Source: an optimization exercise on an open RTL-to-GDS flow (aim: small area, a short achievable clock period and few clock cycles). Production flows keep margins and buffers that such runs may drop. In this exercise RTL edits were held to simulation tests only and were not proved equivalent to the original. Power is estimated from default activity; no workload was simulated.

## flow/constraint.sdc

```tcl
create_clock -name core_clock -period 10.0 [get_ports {clk}]
set_input_delay 2.0000 -clock core_clock [delete_from_list [all_inputs] [get_ports {clk}]]
set_output_delay 2.0000 -clock core_clock [all_outputs]
set_load 0.01 [all_outputs]
```

## flow/config.mk

```make
export PLATFORM = sky130hd
export DESIGN_NAME = rv_core
export DESIGN_NICKNAME = rv_core
export VERILOG_FILES = /design/flow/design.v
export SDC_FILE = /design/flow/constraint.sdc
export NUM_CORES = 4
export LEC_CHECK = 0
export CAP_MARGIN = 20
export CORE_MARGIN = 2
export CORE_UTILIZATION = 40
export SLEW_MARGIN = 20
```

## flow/design.v

```verilog
`default_nettype none
package rv_core_pkg;
    localparam int XLEN          = 32;
    localparam int REG_ADDR_BITS = 5;
    localparam int MEM_ADDR_BITS = 10;
    typedef logic [XLEN-1:0]          word_t;
    typedef logic [REG_ADDR_BITS-1:0] reg_addr_t;
    typedef logic [MEM_ADDR_BITS-1:0] mem_addr_t;
    typedef logic [31:0]              pc_t;
    localparam logic [6:0] OPC_OP_IMM = 7'b0010011;
    localparam logic [6:0] OPC_OP     = 7'b0110011;
    localparam logic [6:0] OPC_LUI    = 7'b0110111;
    localparam logic [6:0] OPC_JAL    = 7'b1101111;
    localparam logic [6:0] OPC_BRANCH = 7'b1100011;
    localparam logic [6:0] OPC_LOAD   = 7'b0000011;
    localparam logic [6:0] OPC_STORE  = 7'b0100011;
    typedef enum logic [2:0] {
        CLS_ALU_IMM, CLS_ALU_REG, CLS_LUI, CLS_JAL,
        CLS_BRANCH, CLS_LOAD, CLS_STORE, CLS_HALT
    } instr_class_t;
    typedef enum logic [2:0] {
        ALU_ADD, ALU_SUB, ALU_XOR, ALU_OR, ALU_AND, ALU_PASS_B
    } alu_op_t;
endpackage
`default_nettype wire
`default_nettype none
`timescale 1ns/1ns
module rv_fetch (
    input  wire                 clk,
    input  wire                 rst_n_i,
    input  wire                 fetch_init_i,
    input  wire rv_core_pkg::pc_t   start_addr_i,
    input  wire                 fetch_next_i,
    input  wire                 redirect_i,
    input  wire rv_core_pkg::pc_t   target_i,
    input  wire                 ir_load_i,
    input  wire rv_core_pkg::word_t mem_rdata_i,
    output rv_core_pkg::pc_t    pc_o,
    output rv_core_pkg::word_t  ir_o
);
    rv_core_pkg::pc_t pc_q;
    rv_core_pkg::pc_t pc_next;
    assign pc_next = redirect_i ? target_i : pc_q + 32'd4;
    assign pc_o = fetch_next_i ? pc_next : pc_q;
    always_ff @(posedge clk) begin
        if (!rst_n_i) begin
            pc_q <= '0;
        end else if (fetch_init_i) begin
            pc_q <= start_addr_i;
        end else if (fetch_next_i) begin
            pc_q <= pc_next;
        end
    end
    always_ff @(posedge clk) begin
        if (ir_load_i) begin
            ir_o <= mem_rdata_i;
        end
    end
endmodule
`default_nettype wire
`default_nettype none
`timescale 1ns/1ns
module rv_decode (
    input  wire                         clk,
    input  wire                         rst_n_i,
    input  wire                         decode_en_i,
    input  wire rv_core_pkg::word_t     ir_i,
    input  wire rv_core_pkg::pc_t       pc_i,
    output rv_core_pkg::reg_addr_t      rs1_o,
    output rv_core_pkg::reg_addr_t      rs2_o,
    output rv_core_pkg::reg_addr_t      rd_o,
    output rv_core_pkg::word_t          imm_o,
    output rv_core_pkg::pc_t            pc_o,
    output rv_core_pkg::instr_class_t   cls_o,
    output rv_core_pkg::alu_op_t        alu_op_o,
    output logic                        branch_ne_o
);
    logic [6:0]   opcode;
    logic [2:0]   funct3;
    logic [6:0]   funct7;
    rv_core_pkg::word_t        imm_i_type;
    rv_core_pkg::word_t        imm;
    rv_core_pkg::instr_class_t cls;
    rv_core_pkg::alu_op_t      alu_op;
    logic         branch_ne;
    assign opcode = ir_i[6:0];
    assign funct3 = ir_i[14:12];
    assign funct7 = ir_i[31:25];
    assign rs1_o = ir_i[19:15];
    assign rs2_o = ir_i[24:20];
    assign imm_i_type = {{20{ir_i[31]}}, ir_i[31:20]};
    always_comb begin
        cls       = rv_core_pkg::CLS_HALT;
        alu_op    = rv_core_pkg::ALU_ADD;
        imm       = imm_i_type;
        branch_ne = 1'b0;
        case (opcode)
            rv_core_pkg::OPC_OP_IMM, rv_core_pkg::OPC_OP: begin
                cls = (opcode == rv_core_pkg::OPC_OP) ? rv_core_pkg::CLS_ALU_REG : rv_core_pkg::CLS_ALU_IMM;
                case (funct3)
                    3'b000:  alu_op = rv_core_pkg::ALU_ADD;
                    3'b100:  alu_op = rv_core_pkg::ALU_XOR;
                    3'b110:  alu_op = rv_core_pkg::ALU_OR;
                    3'b111:  alu_op = rv_core_pkg::ALU_AND;
                    default: cls = rv_core_pkg::CLS_HALT;
                endcase
                if (opcode == rv_core_pkg::OPC_OP) begin
                    if (funct7 == 7'b0100000 && funct3 == 3'b000) begin
                        alu_op = rv_core_pkg::ALU_SUB;
                    end else if (funct7 != 7'b0) begin
                        cls = rv_core_pkg::CLS_HALT;
                    end
                end
            end
            rv_core_pkg::OPC_LUI: begin
                cls    = rv_core_pkg::CLS_LUI;
                alu_op = rv_core_pkg::ALU_PASS_B;
                imm    = {ir_i[31:12], 12'b0};
            end
            rv_core_pkg::OPC_JAL: begin
                cls = rv_core_pkg::CLS_JAL;
                imm = {{11{ir_i[31]}}, ir_i[31], ir_i[19:12], ir_i[20], ir_i[30:21], 1'b0};
            end
            rv_core_pkg::OPC_BRANCH: begin
                cls       = (funct3[2:1] == 2'b00) ? rv_core_pkg::CLS_BRANCH : rv_core_pkg::CLS_HALT;
                branch_ne = funct3[0];
                imm = {{19{ir_i[31]}}, ir_i[31], ir_i[7], ir_i[30:25], ir_i[11:8], 1'b0};
            end
            rv_core_pkg::OPC_LOAD: begin
                cls = (funct3 == 3'b010) ? rv_core_pkg::CLS_LOAD : rv_core_pkg::CLS_HALT;
            end
            rv_core_pkg::OPC_STORE: begin
                cls = (funct3 == 3'b010) ? rv_core_pkg::CLS_STORE : rv_core_pkg::CLS_HALT;
                imm = {{20{ir_i[31]}}, ir_i[31:25], ir_i[11:7]};
            end
            default: cls = rv_core_pkg::CLS_HALT;
        endcase
    end
    always_ff @(posedge clk) begin
        if (!rst_n_i) begin
            cls_o       <= rv_core_pkg::CLS_HALT;
            alu_op_o    <= rv_core_pkg::ALU_ADD;
            branch_ne_o <= 1'b0;
        end else if (decode_en_i) begin
            cls_o       <= cls;
            alu_op_o    <= alu_op;
            branch_ne_o <= branch_ne;
        end
    end
    always_ff @(posedge clk) begin
        if (decode_en_i) begin
            rd_o  <= ir_i[11:7];
            imm_o <= imm;
            pc_o  <= pc_i;
        end
    end
endmodule
`default_nettype wire
`default_nettype none
`timescale 1ns/1ns
module rv_reg_file (
    input  wire                         clk,
    input  wire                         rst_n_i,
    input  wire                         read_en_i,
    input  wire rv_core_pkg::reg_addr_t rs1_addr_i,
    input  wire rv_core_pkg::reg_addr_t rs2_addr_i,
    output rv_core_pkg::word_t          rs1_data_o,
    output rv_core_pkg::word_t          rs2_data_o,
    input  wire                         write_en_i,
    input  wire rv_core_pkg::reg_addr_t write_addr_i,
    input  wire rv_core_pkg::word_t     write_data_i
);
    rv_core_pkg::word_t regs [2**rv_core_pkg::REG_ADDR_BITS];
    always_ff @(posedge clk) begin
        if (!rst_n_i) begin
            for (int i = 0; i < 2**rv_core_pkg::REG_ADDR_BITS; i++) begin
                regs[i] <= '0;
            end
        end else if (write_en_i && write_addr_i != '0) begin
            regs[write_addr_i] <= write_data_i;
        end
    end
    always_ff @(posedge clk) begin
        if (read_en_i) begin
            rs1_data_o <= regs[rs1_addr_i];
            rs2_data_o <= regs[rs2_addr_i];
        end
    end
endmodule
`default_nettype wire
`default_nettype none
`timescale 1ns/1ns
module rv_execute (
    input  wire                             clk,
    input  wire                             rst_n_i,
    input  wire                             exe_en_i,
    input  wire rv_core_pkg::instr_class_t  cls_i,
    input  wire rv_core_pkg::alu_op_t       alu_op_i,
    input  wire                             branch_ne_i,
    input  wire rv_core_pkg::word_t         rs1_i,
    input  wire rv_core_pkg::word_t         rs2_i,
    input  wire rv_core_pkg::word_t         imm_i,
    input  wire rv_core_pkg::pc_t           pc_i,
    input  wire rv_core_pkg::reg_addr_t     rd_i,
    output rv_core_pkg::word_t              result_o,
    output rv_core_pkg::reg_addr_t          rd_o,
    output logic                            write_rd_o,
    output logic                            redirect_o,
    output rv_core_pkg::pc_t                target_o,
    output rv_core_pkg::mem_addr_t          mem_addr_o,
    output rv_core_pkg::word_t              store_data_o
);
    rv_core_pkg::word_t op_b;
    rv_core_pkg::word_t alu_out;
    rv_core_pkg::word_t eff_addr;
    logic  taken;
    logic  writes_rd;
    assign op_b = (cls_i == rv_core_pkg::CLS_ALU_REG) ? rs2_i : imm_i;
    always_comb begin
        case (alu_op_i)
            rv_core_pkg::ALU_SUB:    alu_out = rs1_i - op_b;
            rv_core_pkg::ALU_XOR:    alu_out = rs1_i ^ op_b;
            rv_core_pkg::ALU_OR:     alu_out = rs1_i | op_b;
            rv_core_pkg::ALU_AND:    alu_out = rs1_i & op_b;
            rv_core_pkg::ALU_PASS_B: alu_out = op_b;
            default:    alu_out = rs1_i + op_b;
        endcase
    end
    assign taken    = (rs1_i == rs2_i) ^ branch_ne_i;
    assign eff_addr = rs1_i + imm_i;
    assign writes_rd = (cls_i == rv_core_pkg::CLS_ALU_IMM || cls_i == rv_core_pkg::CLS_ALU_REG ||
                        cls_i == rv_core_pkg::CLS_LUI || cls_i == rv_core_pkg::CLS_JAL)
                       && (rd_i != '0);
    always_ff @(posedge clk) begin
        if (!rst_n_i) begin
            write_rd_o <= 1'b0;
            redirect_o <= 1'b0;
        end else if (exe_en_i) begin
            write_rd_o <= writes_rd;
            redirect_o <= (cls_i == rv_core_pkg::CLS_JAL) || (cls_i == rv_core_pkg::CLS_BRANCH && taken);
        end
    end
    always_ff @(posedge clk) begin
        if (exe_en_i) begin
            result_o     <= (cls_i == rv_core_pkg::CLS_JAL) ? pc_i + 32'd4 : alu_out;
            rd_o         <= rd_i;
            target_o     <= pc_i + imm_i;
            mem_addr_o   <= eff_addr[rv_core_pkg::MEM_ADDR_BITS+1:2];
            store_data_o <= rs2_i;
        end
    end
endmodule
`default_nettype wire
`default_nettype none
`timescale 1ns/1ns
module rv_controller (
    input  wire                             clk,
    input  wire                             rst_n_i,
    input  wire                             start_i,
    input  wire rv_core_pkg::pc_t           start_addr_i,
    input  wire rv_core_pkg::instr_class_t  cls_i,
    input  wire rv_core_pkg::pc_t           pc_i,
    input  wire rv_core_pkg::mem_addr_t     exe_mem_addr_i,
    input  wire rv_core_pkg::word_t         store_data_i,
    input  wire rv_core_pkg::word_t         result_i,
    input  wire rv_core_pkg::reg_addr_t     rd_i,
    input  wire                             write_rd_i,
    input  wire rv_core_pkg::word_t         mem_rdata_i,
    output logic                            fetch_init_o,
    output logic                            fetch_next_o,
    output logic                            ir_load_o,
    output logic                            decode_en_o,
    output logic                            exe_en_o,
    output logic                            reg_we_o,
    output rv_core_pkg::reg_addr_t          reg_waddr_o,
    output rv_core_pkg::word_t              reg_wdata_o,
    output rv_core_pkg::mem_addr_t          mem_addr_o,
    output logic                            mem_we_o,
    output rv_core_pkg::word_t              mem_wdata_o,
    output logic                            paused_o
);
    typedef enum logic [2:0] {
        IDLE, FETCH_ADDR, FETCH_DATA, DECODE, EXECUTE, MEM, LOAD_WB, HALTED
    } state_t;
    state_t state;
    state_t state_next;
    logic   retire_q;
    always_comb begin
        state_next = state;
        case (state)
            IDLE, HALTED: if (start_i) state_next = FETCH_ADDR;
            FETCH_ADDR:   state_next = FETCH_DATA;
            FETCH_DATA:   state_next = DECODE;
            DECODE:       state_next = EXECUTE;
            EXECUTE: begin
                if (cls_i == rv_core_pkg::CLS_HALT) begin
                    state_next = HALTED;
                end else if (cls_i == rv_core_pkg::CLS_LOAD || cls_i == rv_core_pkg::CLS_STORE) begin
                    state_next = MEM;
                end else begin
                    state_next = FETCH_ADDR;
                end
            end
            MEM:     state_next = (cls_i == rv_core_pkg::CLS_LOAD) ? LOAD_WB : FETCH_ADDR;
            default: state_next = FETCH_ADDR;
        endcase
    end
    always_ff @(posedge clk) begin
        if (!rst_n_i) begin
            state    <= IDLE;
            retire_q <= 1'b0;
        end else begin
            state    <= state_next;
            retire_q <= (state_next == FETCH_ADDR) && !paused_o;
        end
    end
    assign paused_o     = (state == IDLE) || (state == HALTED);
    assign fetch_init_o = paused_o && start_i;
    assign fetch_next_o = (state == FETCH_ADDR) && retire_q;
    assign ir_load_o    = (state == FETCH_DATA);
    assign decode_en_o  = (state == DECODE);
    assign exe_en_o     = (state == EXECUTE);
    assign reg_we_o    = (fetch_next_o && write_rd_i) || ((state == LOAD_WB) && rd_i != '0);
    assign reg_waddr_o = rd_i;
    assign reg_wdata_o = (state == LOAD_WB) ? mem_rdata_i : result_i;
    always_comb begin
        if (state == MEM) begin
            mem_addr_o = exe_mem_addr_i;
        end else if (paused_o) begin
            mem_addr_o = start_addr_i[rv_core_pkg::MEM_ADDR_BITS+1:2];
        end else begin
            mem_addr_o = pc_i[rv_core_pkg::MEM_ADDR_BITS+1:2];
        end
    end
    assign mem_we_o    = (state == MEM) && (cls_i == rv_core_pkg::CLS_STORE);
    assign mem_wdata_o = store_data_i;
endmodule
`default_nettype wire
`default_nettype none
`timescale 1ns/1ns
module rv_core (
    input  wire                         clk,
    input  wire                         rst_n_i,
    input  wire                         start_i,
    input  wire rv_core_pkg::pc_t       start_addr_i,
    output rv_core_pkg::mem_addr_t      mem_addr_o,
    output logic                        mem_we_o,
    output rv_core_pkg::word_t          mem_wdata_o,
    input  wire rv_core_pkg::word_t     mem_rdata_i,
    output rv_core_pkg::pc_t            peek_pc_o,
    output rv_core_pkg::word_t          peek_ir_o,
    output logic                        paused_o
);
    logic         fetch_init, fetch_next, ir_load, decode_en, exe_en;
    rv_core_pkg::pc_t          fetch_pc;
    rv_core_pkg::word_t        fetch_ir;
    rv_core_pkg::reg_addr_t    dec_rs1, dec_rs2, dec_rd;
    rv_core_pkg::word_t        dec_imm;
    rv_core_pkg::pc_t          dec_pc;
    rv_core_pkg::instr_class_t dec_cls;
    rv_core_pkg::alu_op_t      dec_alu_op;
    logic         dec_branch_ne;
    rv_core_pkg::word_t        rs1_data, rs2_data;
    rv_core_pkg::word_t        exe_result, exe_store_data;
    rv_core_pkg::reg_addr_t    exe_rd;
    logic         exe_write_rd, exe_redirect;
    rv_core_pkg::pc_t          exe_target;
    rv_core_pkg::mem_addr_t    exe_mem_addr;
    logic         reg_we;
    rv_core_pkg::reg_addr_t    reg_waddr;
    rv_core_pkg::word_t        reg_wdata;
    assign peek_pc_o = fetch_pc;
    assign peek_ir_o = fetch_ir;
    rv_fetch u_fetch (
        .clk          (clk),
        .rst_n_i      (rst_n_i),
        .fetch_init_i (fetch_init),
        .start_addr_i (start_addr_i),
        .fetch_next_i (fetch_next),
        .redirect_i   (exe_redirect),
        .target_i     (exe_target),
        .ir_load_i    (ir_load),
        .mem_rdata_i  (mem_rdata_i),
        .pc_o         (fetch_pc),
        .ir_o         (fetch_ir)
    );
    rv_decode u_decode (
        .clk         (clk),
        .rst_n_i     (rst_n_i),
        .decode_en_i (decode_en),
        .ir_i        (fetch_ir),
        .pc_i        (fetch_pc),
        .rs1_o       (dec_rs1),
        .rs2_o       (dec_rs2),
        .rd_o        (dec_rd),
        .imm_o       (dec_imm),
        .pc_o        (dec_pc),
        .cls_o       (dec_cls),
        .alu_op_o    (dec_alu_op),
        .branch_ne_o (dec_branch_ne)
    );
    rv_reg_file u_reg_file (
        .clk          (clk),
        .rst_n_i      (rst_n_i),
        .read_en_i    (decode_en),
        .rs1_addr_i   (dec_rs1),
        .rs2_addr_i   (dec_rs2),
        .rs1_data_o   (rs1_data),
        .rs2_data_o   (rs2_data),
        .write_en_i   (reg_we),
        .write_addr_i (reg_waddr),
        .write_data_i (reg_wdata)
    );
    rv_execute u_execute (
        .clk          (clk),
        .rst_n_i      (rst_n_i),
        .exe_en_i     (exe_en),
        .cls_i        (dec_cls),
        .alu_op_i     (dec_alu_op),
        .branch_ne_i  (dec_branch_ne),
        .rs1_i        (rs1_data),
        .rs2_i        (rs2_data),
        .imm_i        (dec_imm),
        .pc_i         (dec_pc),
        .rd_i         (dec_rd),
        .result_o     (exe_result),
        .rd_o         (exe_rd),
        .write_rd_o   (exe_write_rd),
        .redirect_o   (exe_redirect),
        .target_o     (exe_target),
        .mem_addr_o   (exe_mem_addr),
        .store_data_o (exe_store_data)
    );
    rv_controller u_controller (
        .clk            (clk),
        .rst_n_i        (rst_n_i),
        .start_i        (start_i),
        .start_addr_i   (start_addr_i),
        .cls_i          (dec_cls),
        .pc_i           (fetch_pc),
        .exe_mem_addr_i (exe_mem_addr),
        .store_data_i   (exe_store_data),
        .result_i       (exe_result),
        .rd_i           (exe_rd),
        .write_rd_i     (exe_write_rd),
        .mem_rdata_i    (mem_rdata_i),
        .fetch_init_o   (fetch_init),
        .fetch_next_o   (fetch_next),
        .ir_load_o      (ir_load),
        .decode_en_o    (decode_en),
        .exe_en_o       (exe_en),
        .reg_we_o       (reg_we),
        .reg_waddr_o    (reg_waddr),
        .reg_wdata_o    (reg_wdata),
        .mem_addr_o     (mem_addr_o),
        .mem_we_o       (mem_we_o),
        .mem_wdata_o    (mem_wdata_o),
        .paused_o       (paused_o)
    );
endmodule
`default_nettype wire
```

## flow/run.sh

```bash
#!/bin/bash
# synth_recipe.tcl (not shown) runs the flow's synth.tcl, then flattens the netlist and writes it again
# the make line also repeats each setting of config.mk as NAME=value (left out here)
make -C /OpenROAD-flow-scripts/flow DESIGN_CONFIG=/design/flow/config.mk WORK_HOME=/design/flow/orfs CLKGATE_MAP_FILE= SYNTH_SCRIPT=/design/flow/synth_recipe.tcl finish
```

==> metrics.yaml <==
drt_iter0_drc: 6040
yosysWarnings: 5
start_util: 0.403
slowest_delay_ns: 0.92
rsz0062_at_grt: "false"
cts_resized: 0
status: "finished clean"
fin_area_um2: 81000
final_common_cell: "edfxtp_1"
grt_overflow: 0
dr_total_vias: 47100
crit_family: "compound AO/OA/AOI/OAI gates"
synth-edff-count: 1300
path_cells: "and2b_1 > and3_1 > buf_4 > nand2_1 > o22ai_1 > a21oi_1 > o221ai_1 > o21a_1 > a21oi_1 > clkdlybuf4s50_1"
die_y_um: 426
worst_hold_slack_ns: 0.446
area_delta_synth_final_pct: 13.6
gr-usage-all-layers: 0.258
route.final.wire_length_um: 235000
cp-start-kind: "flop"
skew_ns: 0.0463
cts.path.max_buffers: 3
hold_buffers: 0
placed_area_um2: 75900
required_ns: 8.00
powerDensity_nw_per_um2: 172
place_hpwl_um: 152000
path_class: "reg -> out"
cellLeakagePower_nw: 28.2
drc: 0
async_flop_share: 0
synth_flop_cell: "edfxtp_1"
clock_latency_ns: 0.81
endpoint_kind: "output port"
io_buffers: 174
cp_num_buf_inv: 2
io_pins: 175
place_congestion: 0.892
period_needed_ns: 6.66
min_period_over_period: 0.666
cts.clk_slew.worst_paths_ns: 0.06
dieArea_um2: 182000
cp_max_fo: 36
cts_setup_buffers: 0
grt_pass1_wl_um: 336000
cap_violations: 0
root_buffer: "clkbuf_16"
grt_max_degree: 148
stdcell_count: 7654
wl_per_cell_um: 30.8
nNetsFinal: 5396
ir_worst_vdd_mv: 0.162
syn_inst: 5127
slowest_stage: "dfxtp_1"
antenna_found_initial: 14
setup-tns-final_ns: 0
ys_types: 89
syn_area_per_cell_um2: 13.9
cts_tree: "built"
via_per_inst: 6.15
timing.fmax_ghz: 0.150
final_cell_mix: "edfxtp_1, nor2_1, mux4_2"
crit_arrival_ns: 4.66
tightest_slew_ns: 1.09
synth_area_um2: 71300
setup_viol: 0
final_max_slew_viol_count: 0
drive_gt1_frac: 0.221
htree_levels: 4
rows: 154
synth-seq-cells: 1345
crit_path_frequent_cell: "a21oi_1"
synth-seq-area-share: 0.560
tritoncts_num_sinks: 1345
cts_buffers: 151
coreArea_um2: 177000
grt_pass1_vias: 46500
dr.pass1.iters: 6
dieWidth_um: 426
ant_nets: 0
post-place-cells: 7368
hp-class: "reg -> reg"
max-slew-margin-rel: 0.272
hold_viol: 0
[metal layers]
layer | vias to the layer above | GRT usage | share of wire
li1 | 19700 | - | -
met1 | 24500 | 0.345 | 0.39
met2 | 2499 | 0.417 | 0.48
met3 | 397 | 0.0580 | 0.10
met4 | 4 | 0.0888 | 0.036
met5 | - | 0 | 0.00011
[flip-flops by register name (all words and copies together) (netlist names)]
register / count
u_controller.state: 3
u_reg_file.rs1_data_o: 32
u_decode.alu_op_o: 3
u_execute.write_rd_o: 1
u_decode.branch_ne_o: 1
u_fetch.ir_o: 32
u_reg_file.regs: 1024
u_reg_file.rs2_data_o: 32
u_decode.imm_o: 32
u_execute.rd_o: 5
u_execute.target_o: 32
u_decode.pc_o: 32
u_execute.result_o: 32
u_fetch.pc_q: 32
u_decode.cls_o: 3
u_controller.retire_q: 1
u_decode.rd_o: 5
u_execute.redirect_o: 1
u_execute.store_data_o: 32
u_execute.mem_addr_o: 10
[synthesized netlist by cell type, types with 41 or more instances]
master    count  area, um2
o22ai_1      48        300
clkbuf_1    375       1410
mux2_2       69        777
ha_1        136       1700
nand2_1     193        724
mux2i_1      68        681
edfxtp_1   1300      39000
buf_1        53        199
nor2_1     1186       4450
a21o_1       43        323
mux4_2      640      14400
inv_1        99        372
a21oi_1     148        741
xor2_1       68        596
nand3_1      41        205
dfxtp_1      45        901
nor3_1       44        220
xnor2_1      84        736
o21ai_0      75        375
[final timing paths]
check	startpoint	to	slack, ns	cells past startpoint
worst max-delay path	u_controller.state[1]$_SDFF_PN0_	mem_addr_o[9]	3.34	10
worst min-delay path	u_decode.rd_o[3]$_DFFE_PN_	u_execute.rd_o[3]$_DFFE_PP_	0.45	0
worst max register to register	u_decode.cls_o[2]$_SDFFE_PN1N_	u_execute.result_o[30]$_DFFE_PP_	4.41	20
worst min register to register	u_decode.rd_o[3]$_DFFE_PN_	u_execute.rd_o[3]$_DFFE_PP_	0.45	0
[metrics by stage]
step	setup slack, ns	util	total power [mW]
finish	3.34	0.458	13.9
detailed placement	3.89	0.429	8.50
global route	3.07	0.458	14.4
global placement	3.81	0.429	8.48
floorplan	5.46	-	7.77
CTS	3.36	0.457	14.0
[cell type report]
class                   count  area [um2]
repair buffers            317        3070
inverters                 105         403
multi-input cells        3271       29800
clock inverters            84         842
fillers                 15500       95700
flip-flops and latches   1345       39900
diodes                      2        5.00
clock buffers             190        4010
well taps                2340        2930
[worst reg2reg max path, cell delays in order (launching register included)]
cell and delay (ns):
dfxtp_1 0.59, or3b_2 0.20, buf_4 0.46, mux2i_4 0.41
inv_2 0.09, nor3_1 0.38, nand2_1 0.18, nor2_1 0.27
o211ai_1 0.19, o21ai_1 0.19, xnor2_1 0.08, ha_1 0.41
a21oi_1 0.25, a21oi_1 0.10, o31ai_1 0.24, o211ai_1 0.28
a21oi_1 0.36, o211ai_1 0.16, nor2_1 0.17, mux2i_1 0.22
a22oi_1 0.10
[where the power goes]
group / total (mW) / internal, mW / switching [mW]
combinational: 1.83 / 0.800 / 1.03
clock: 5.53 / 3.16 / 2.36
sequential: 6.58 / 6.42 / 0.170
[logic make-up (layout without fill, tap and decap cells)]
logic type | after synthesis | after routing | synth area share
buffers and inverters | 542 | 696 | 0.0289
XOR/XNOR | 152 | 152 | 0.0187
multiplexers | 784 | 784 | 0.224
flip-flops | 1345 | 1345 | 0.560
adder cells (fa/ha/maj) | 138 | 138 | 0.0244
AND/OR/NAND/NOR | 1635 | 1635 | 0.0950
AO/OA/AOI/OAI | 530 | 530 | 0.0483
other | 1 | 34 | 0.0000526
Testbench counts, summed over its fixed seeds: cycles 63,843.

## re-timing with driven ports
How much do the figures lean on ideal ports? The routed layout below was timed once more, with nothing changed but the port constraints. Step 1 (the two cells are an assumption about what drives the block):
set clk [get_ports {clk}]
set_driving_cell -lib_cell sky130_fd_sc_hd__clkbuf_16 $clk
set_driving_cell -lib_cell sky130_fd_sc_hd__buf_2 [delete_from_list [all_inputs] $clk]
Step 2 also shifts input and output timing later by t, the mid clock arrival at the registers, as if the neighbouring blocks saw the same clock. Three values: no drivers, after step 1, after step 2; two values: the first two.
t (ns): 0.879
setup WS [ns]: 3.336 / 3.248 / 3.859
worst setup path after step 2: input to register
clock arrival spread, ns: 0.052 / 0.052
After both steps setup and hold are still met in this run. The setup slack of this run moves by -0.088 ns with the drivers and by +0.523 ns with both steps.
